What follows belongs to an exercise in optimizing a design on an open flow for small area; a production flow would make more cautious choices.
Function was checked by simulation only, so behaviour that the tests miss may differ from the original.

== garnet ==
==> flow/design.v (excerpt) <==
module mdc_top (
    input  logic         clk,
    input  logic         rst_n,
    input  logic         in_valid,
    input  logic [14:0]  in_data,
    input  logic [8:0]   in_mode,
    output logic         out_valid,
    output logic [206:0] out_data
);
    logic [3:0]  syn15, syn9;
    logic [14:0] fix15;
    logic [8:0]  fix9;
    logic [10:0] din;
    logic [4:0]  mdec;
    always_comb begin
        syn15 = '0;
        for (int p = 1; p <= 15; p++) if (in_data[15-p]) syn15 = syn15 ^ 4'(p);
        fix15 = in_data;
        for (int p = 1; p <= 15; p++) if (syn15 == 4'(p)) fix15[15-p] = ~in_data[15-p];
        din = {fix15[12], fix15[10:8], fix15[6:0]};
        syn9 = '0;
        for (int p = 1; p <= 9; p++) if (in_mode[9-p]) syn9 = syn9 ^ 4'(p);
        fix9 = in_mode;
        for (int p = 1; p <= 9; p++) if (syn9 == 4'(p)) fix9[9-p] = ~in_mode[9-p];
        mdec = {fix9[6], fix9[4:2], fix9[0]};
    end
    logic       busy;
    logic [4:0] c;
    logic       sel3;
    always_ff @(posedge clk or negedge rst_n) begin
        if (!rst_n) begin
            busy <= 1'b0; c <= 5'd0; out_valid <= 1'b0;
        end else begin
            out_valid <= busy && (c == 5'd30);
            if (!busy) begin
                if (in_valid) begin busy <= 1'b1; c <= 5'd1; end
  ...
Settings: LEC_CHECK=0, ABC_AREA=1, CAP_MARGIN=20, CORE_MARGIN=2, CORE_UTILIZATION=40, CTS_BUF_LIST=sky130_fd_sc_hd__clkbuf_4, SETUP_SLACK_MARGIN=1.0, SLEW_MARGIN=20, SYNTH_HIERARCHICAL=1, SYNTH_MINIMUM_KEEP_SIZE=0; clock period 25.0 ns.
standard.sh (not shown) runs the stock make flow with config.mk's settings and CLKGATE_MAP_FILE= SYNTH_SCRIPT=/design/flow/synth_recipe.tcl, a recipe that flattens the netlist after the stock synthesis.
==> flow/flow/run.sh <==
#!/bin/bash
set -euo pipefail
bash standard.sh "BUFFER_PORTS_ARGS=-buffer_cell sky130_fd_sc_hd__buf_1" finish > standard_flow.log 2>&1
[inputs] raven vs garnet
==> flow/run.sh (new file) <==
#!/bin/bash
# synth_recipe.tcl (not shown) runs the flow's synth.tcl, then flattens the netlist and writes it again
# the make line also repeats each setting of config.mk as NAME=value (left out here)
make -C /OpenROAD-flow-scripts/flow DESIGN_CONFIG=/design/flow/config.mk WORK_HOME=/design/flow/orfs CLKGATE_MAP_FILE= SYNTH_SCRIPT=/design/flow/synth_recipe.tcl finish
removed: flow/flow/run.sh
removed: flow/standard.sh
--- outcome ---
Detailed-routed wire length on met2 of raven exceeds that of garnet slightly. raven — final cell utilization of the core 2.5 points higher, garnet as reference.

* * *

mdc_top, a different RTL version from the one above (not shown whole).
Size: ~2000 cells after synthesis, ~240 I/O pins, roughly 21000 um2 of cells after synthesis.
export LEC_CHECK = 0
export ABC_AREA = 1
export CAP_MARGIN = 20
export CORE_MARGIN = 2
export CORE_UTILIZATION = 65
export CTS_BUF_LIST = sky130_fd_sc_hd__clkbuf_8
export CTS_CLUSTER_DIAMETER = 80
export CTS_CLUSTER_SIZE = 15
export SETUP_SLACK_MARGIN = 1.0
export SLEW_MARGIN = 20
export SYNTH_HIERARCHICAL = 1
export SYNTH_MINIMUM_KEEP_SIZE = 0
create_clock -name core_clock -period 25.0 [get_ports {clk}]
==> flow/flow/run.sh <==
#!/bin/bash
set -euo pipefail
rm -rf abcscripts
cp -r "$FLOW_HOME/scripts" abcscripts
cp flow/abc_area.script abcscripts/abc_area.script
bash standard.sh "SCRIPTS_DIR=$PWD/abcscripts" synth > synth.log 2>&1
bash standard.sh "BUFFER_PORTS_ARGS=-buffer_cell sky130_fd_sc_hd__buf_1" finish > layout.log 2>&1
==> flow/flow/abc_area.script <==
strash
dch
amap -m -F 30 -A 30
topo
stime -c
The first run completed without violations.
Change:
- CORE_UTILIZATION: 65 -> 40
Design area rises by 1.8%.
Maximum frequency falls by about 1.1%.
Routed wire length rises by 4.9%.
Change:
==> flow/flow/run.sh (replaced) <==
#!/bin/bash
set -euo pipefail
bash standard.sh "BUFFER_PORTS_ARGS=-buffer_cell sky130_fd_sc_hd__buf_1" finish > standard_flow.log 2>&1
- CTS_BUF_LIST: sky130_fd_sc_hd__clkbuf_8 -> sky130_fd_sc_hd__clkbuf_16
- CTS_CLUSTER_DIAMETER: 80 -> 100
- CTS_CLUSTER_SIZE: 15 -> 20
removed: flow/flow/abc_area.script
After rerunning:
- The changed run finished with timing, DRC and antenna clean
- setup slack gains 0.36 ns
- hold slack gains 0.0078 ns
Change:
- CTS_BUF_LIST: sky130_fd_sc_hd__clkbuf_16 -> sky130_fd_sc_hd__clkbuf_4
- CTS_CLUSTER_DIAMETER: 100 -> not set
- CTS_CLUSTER_SIZE: 20 -> not set
Setup slack improves by 0.071 ns.
Clock-buffer cell count is higher by 117.
Change:
- CORE_UTILIZATION: 40 -> 65
- CTS_BUF_LIST: sky130_fd_sc_hd__clkbuf_4 -> sky130_fd_sc_hd__clkbuf_8
- CTS_CLUSTER_DIAMETER: not set -> 80
- CTS_CLUSTER_SIZE: not set -> 15
Effect: The changed run finished clean. Via count is higher by 1.5%. Worst setup slack got worse by 0.054 ns. Sequential share of layout area is higher by 1.6 points. Cell count is lower by 12%. Wire length is lower by 5.9%.

[separate check: timing with driven ports]
The flow's constraints put no driver on any port. The routed layouts listed below were extracted and timed again, unchanged, in two steps.
Step 1 (the two cells are an assumption about what drives the block):
set clk [get_ports {clk}]
set_driving_cell -lib_cell sky130_fd_sc_hd__clkbuf_16 $clk
set_driving_cell -lib_cell sky130_fd_sc_hd__buf_2 [delete_from_list [all_inputs] $clk]
Step 2 times the ports against the registers' clock, not the clock port: input delays grow and output delays shrink by t, the midpoint of the rising clock arrivals with the driver on.
a / b / c = no drivers / after step 1 / after step 2; a / b = the first two.
run	t (ns)	slack for setup (ns)	worst hold slack (ns)	worst register clock-pin slew, ns
garnet	0.934	4.519 / 4.519 / 4.519	0.276 / 0.276 / 0.276	0.10 / 0.10
raven	0.907	4.502 / 4.502 / 4.502	0.247 / 0.247 / 0.247	0.08 / 0.08
the first run of note 2	0.619	4.638 / 4.638 / 4.638	0.326 / 0.326 / 0.326	0.10 / 0.10
the second run of note 2	0.661	4.415 / 4.415 / 4.415	0.319 / 0.319 / 0.319	0.10 / 0.10
the third run of note 2	0.620	4.778 / 4.778 / 4.778	0.327 / 0.327 / 0.327	0.09 / 0.09
the fourth run of note 2	0.883	4.849 / 4.849 / 4.849	0.311 / 0.311 / 0.311	0.10 / 0.10
the fifth run of note 2	0.696	4.795 / 4.795 / 4.795	0.290 / 0.290 / 0.290	0.10 / 0.10
After both steps every run listed still meets setup and hold.
